Source: an optimization exercise on an open RTL-to-GDS flow (aim: small area and a short achievable clock period). Production flows keep margins and buffers that such runs may drop. RTL that was checked went through simulation tests only; none was proved equivalent to the original.

Design md_unit, start of the top module:
module md_unit (
    input  logic        clk,
    input  logic        reset,
    input  logic        start,
    input  logic        cancel,
    input  logic [2:0]  op,
    input  logic [31:0] a,
    input  logic [31:0] b,
    output logic        busy,
    output logic [31:0] hi,
    output logic [31:0] lo
);
Size in the first run: ~2,800 cells after synthesis.
==> module md_step, before the edit <==
module md_step (
    input  logic        dvj,      
    input  logic [33:0] u,
    input  logic [32:0] ms,       
    input  logic        nz,
    input  logic        two,
    input  logic        negm,     
    input  logic        bneg,     
    input  logic        qp,       
    input  logic        qin,      
    output logic [34:0] s,        
    output logic        q,        
    output logic [33:0] un        
);
    logic [34:0] m35, x, y;
    logic        neg;
    assign neg = dvj ? (qp ^ bneg) : negm;
    assign m35 = {{2{ms[32]}}, ms};
    assign y   = ((two ? {m35[33:0], 1'b0} : m35) & {35{nz}}) ^ {35{neg}};
    assign x   = {u[33], u};
    md_add35 u_add (.x(x), .y(y), .ci(neg), .s(s));
    assign q  = ~s[34];
    assign un = dvj ? {s[32:0], qin} : {s[34], s[34:2]};
endmodule
==> module md_dp, before the edit <==
module md_dp (
    input  logic        busy,
    input  logic        dv,
    input  logic        sg,
    input  logic [3:0]  cnt,
    input  logic        bprev,
    input  logic        aneg_r,
    input  logic [31:0] m,
    input  logic [33:0] ph,
    input  logic [31:0] pl,
    input  logic [31:0] hi,
    input  logic [31:0] lo,
    output logic        last,
    output logic [33:0] ph_n,
    output logic [31:0] pl_n,
    output logic        bprev_n,
    output logic        aneg_n,
    output logic [31:0] hi_r,
    output logic [31:0] lo_r
);
    logic first;
    assign first = (cnt == 4'd0);
    assign last  = dv ? (cnt == 4'd9) : (cnt == 4'd4);
    logic [32:0] ms;
    logic        a_neg, b_neg, div_zero;
    assign ms       = {sg & m[31], m};
    assign b_neg    = sg & m[31];
    assign div_zero = (m == 32'd0);
    assign a_neg    = first ? (sg & pl[31]) : aneg_r;
    logic [31:0] pl_neg, rem_neg;
    md_cneg u_negq (.x(pl), .en(dv & (first ? a_neg : (aneg_r ^ b_neg))), .y(pl_neg));
    md_cneg u_negr (.x(s[0][32:1]), .en(aneg_r), .y(rem_neg));
    logic       fix;
    logic [3:0] dvj, nz, two, negm, qp, qin;
    assign fix = dv & (cnt == 4'd9);
    always_comb begin
        for (int j = 0; j < 4; j++) begin
            logic b2, b1, b0;
            b2 = pl[2*j+1];
            b1 = pl[2*j];
            b0 = (j == 0) ? bprev : pl[2*j-1];
            dvj[j] = dv & ~fix;
            if (dv) begin
                nz[j]   = (j == 0) ? (~fix | ph[33]) : 1'b1;
                two[j]  = fix;
                negm[j] = b_neg;
            end else if (cnt == 4'd4) begin
                nz[j]   = (j == 0) & ~sg & bprev;
                two[j]  = 1'b0;
                negm[j] = 1'b0;
            end else begin
                nz[j]   = (b1 ^ b0) | (b2 ^ b1);
                two[j]  = ~(b1 ^ b0);
                negm[j] = b2 & ~(b1 & b0);
            end
            qin[j] = pl[30-j];
        end
    end
    logic [33:0] u [0:4];
    logic [34:0] s [0:3];
    logic [3:0]  q;
    assign u[0] = ph;
    assign qp   = {q[2:0], ~ph[33]};
    for (genvar j = 0; j < 4; j++) begin : g_step
        md_step u_step (
            .dvj(dvj[j]), .u(u[j]), .ms(ms), .nz(nz[j]), .two(two[j]), .negm(negm[j]),
            .bneg(b_neg), .qp(qp[j]), .qin(qin[j]), .s(s[j]), .q(q[j]), .un(u[j+1])
        );
    end
    always_comb begin
        hi_r = hi;
        lo_r = lo;
        if (busy && last && (!dv || !div_zero)) begin
            hi_r = dv ? rem_neg : s[0][31:0];
            lo_r = pl_neg;
        end
    end
    always_comb begin
        bprev_n = bprev;
        aneg_n  = aneg_r;
        if (dv) begin
            if (first) begin
                aneg_n = a_neg;
                pl_n   = pl_neg;
                ph_n   = {33'd0, pl_neg[31]};
            end else begin
                ph_n = u[4];
                pl_n = {pl[27:0], q[0], q[1], q[2], q[3]};
            end
        end else begin
            ph_n    = u[4];
            pl_n    = {s[3][1:0], s[2][1:0], s[1][1:0], s[0][1:0], pl[31:8]};
            bprev_n = pl[7];
        end
    end
endmodule
clock: 100.0 ns
lec_check: 0
abc_area: 1
cap_margin: 20
core_margin: 2
core_utilization: 40
slew_margin: 35
synth_hierarchical: 1
synth_minimum_keep_size: 2000
standard.sh (not shown) runs the stock make flow with config.mk's settings and CLKGATE_MAP_FILE= SYNTH_SCRIPT=/design/flow/synth_recipe.tcl, a recipe that flattens the netlist after the stock synthesis.
==> flow/flow/run.sh <==
#!/bin/bash
# The standard layout (standard.sh) with these changes:
#  - synthesis maps with ORFS's ABC area script, with dch -f and without its upsize step (flow/abc_area.script),
#  - the ports get plain buffers (buf_1) instead of delay cells,
#  - clock tree synthesis uses a clkbuf_16 root, clkbuf_8 elsewhere, and no dummy loads.
# Tool output: standard_make.log here and ORFS's own logs under orfs/logs.
set -euo pipefail
W=$(pwd)
rm -rf "$W/orfs_scripts"
cp -r "$FLOW_HOME/scripts" "$W/orfs_scripts"
cp "$W/flow/abc_area.script" "$W/orfs_scripts/abc_area.script"
export SCRIPTS_DIR="$W/orfs_scripts"
export BUFFER_PORTS_ARGS="-buffer_cell sky130_fd_sc_hd__buf_1"
export CTS_ARGS="-sink_clustering_enable -repair_clock_nets -dont_use_dummy_load -root_buf sky130_fd_sc_hd__clkbuf_16 -buf_list sky130_fd_sc_hd__clkbuf_8"
bash standard.sh > standard_make.log 2>&1
==> flow/flow/abc_area.script <==
strash
dch -f
map -B 0.9
topo
stime -c
buffer -c
dnsize -c
Change:
--- a/flow/design.v
+++ b/flow/design.v
@@ -53,8 +53,9 @@
     end
 endmodule
 module md_step (
     input  logic        dvj,      
+    input  logic        df,       
     input  logic [33:0] u,
     input  logic [32:0] ms,       
     input  logic        nz,
     input  logic        two,
@@ -73,9 +74,9 @@
     assign y   = ((two ? {m35[33:0], 1'b0} : m35) & {35{nz}}) ^ {35{neg}};
     assign x   = {u[33], u};
     md_add35 u_add (.x(x), .y(y), .ci(neg), .s(s));
     assign q  = ~s[34];
-    assign un = dvj ? {s[32:0], qin} : {s[34], s[34:2]};
+    assign un = df ? {s[32:0], qin} : {s[34], s[34:2]};
 endmodule
 module md_dp (
     input  logic        busy,
     input  logic        dv,
@@ -116,10 +117,14 @@
             logic b2, b1, b0;
             b2 = pl[2*j+1];
             b1 = pl[2*j];
             b0 = (j == 0) ? bprev : pl[2*j-1];
-            dvj[j] = dv & ~fix;
-            if (dv) begin
+            dvj[j] = dv & ~fix & ~first;
+            if (dv && first) begin
+                nz[j]   = 1'b0;
+                two[j]  = 1'b0;
+                negm[j] = 1'b0;
+            end else if (dv) begin
                 nz[j]   = (j == 0) ? (~fix | ph[33]) : 1'b1;
                 two[j]  = fix;
                 negm[j] = b_neg;
             end else if (cnt == 4'd4) begin
@@ -130,9 +135,9 @@
                 nz[j]   = (b1 ^ b0) | (b2 ^ b1);
                 two[j]  = ~(b1 ^ b0);
                 negm[j] = b2 & ~(b1 & b0);
             end
-            qin[j] = pl[30-j];
+            qin[j] = (dv && first) ? ((j == 3) & pl_neg[31]) : pl[30-j];
         end
     end
     logic [33:0] u [0:4];
     logic [34:0] s [0:3];
@@ -140,9 +145,9 @@
     assign u[0] = ph;
     assign qp   = {q[2:0], ~ph[33]};
     for (genvar j = 0; j < 4; j++) begin : g_step
         md_step u_step (
-            .dvj(dvj[j]), .u(u[j]), .ms(ms), .nz(nz[j]), .two(two[j]), .negm(negm[j]),
+            .dvj(dvj[j]), .df(dv), .u(u[j]), .ms(ms), .nz(nz[j]), .two(two[j]), .negm(negm[j]),
             .bneg(b_neg), .qp(qp[j]), .qin(qin[j]), .s(s[j]), .q(q[j]), .un(u[j+1])
         );
     end
     always_comb begin
@@ -156,14 +161,13 @@
     always_comb begin
         bprev_n = bprev;
         aneg_n  = aneg_r;
         if (dv) begin
+            ph_n = u[4];
             if (first) begin
                 aneg_n = a_neg;
                 pl_n   = pl_neg;
-                ph_n   = {33'd0, pl_neg[31]};
             end else begin
-                ph_n = u[4];
                 pl_n = {pl[27:0], q[0], q[1], q[2], q[3]};
             end
         end else begin
             ph_n    = u[4];
Result: Design area drops slightly. Worst hold slack gets better by 24 ps. Sequential cell count is unchanged. Core utilization drops by 0.24 points. Setup slack gets worse by 130 ps. Final cell count drops slightly. Count of clock-buffer cells in the layout stays the same. Non-clock buffer count drops by 1. Register-to-register slack gets worse by 900 ps. Global-route usage climbs by 0.20 points. Synthesized area drops slightly.
For the second run of this note, only the layout was checked, not whether the RTL still works.

==> static timing again, ports no longer ideal <==
The flow's constraints put no driver on any port. The routed layouts listed below were extracted and timed again, unchanged, in two steps.
Step 1 sets driving cells, clkbuf_16 on the clock port and buf_2 on the other inputs (assumed; they add their load-dependent delay and slew).
Step 2 times the ports against the registers' clock, not the clock port: input delays grow and output delays shrink by t, the midpoint of the rising clock arrivals with the driver on.
Slacks: ideal ports / drivers / drivers and shift; pairs: ideal ports / drivers.
| run | t, ns | setup WS [ns] | worst setup path at the end | clock arrival spread, ns | pins driven straight from the clock port |
|---|---|---|---|---|---|
| the first run | 0.498 | 78.961 / 78.908 / 78.493 | input to register | 0.053 / 0.053 | 1 |
| the second run | 0.501 | 78.829 / 78.831 / 78.359 | input to register | 0.045 / 0.044 | 1 |
After both steps every run listed still meets setup and hold. The setup slack of the second run, which loses most, moves by +0.002 ns with the drivers and by -0.470 ns with both steps.
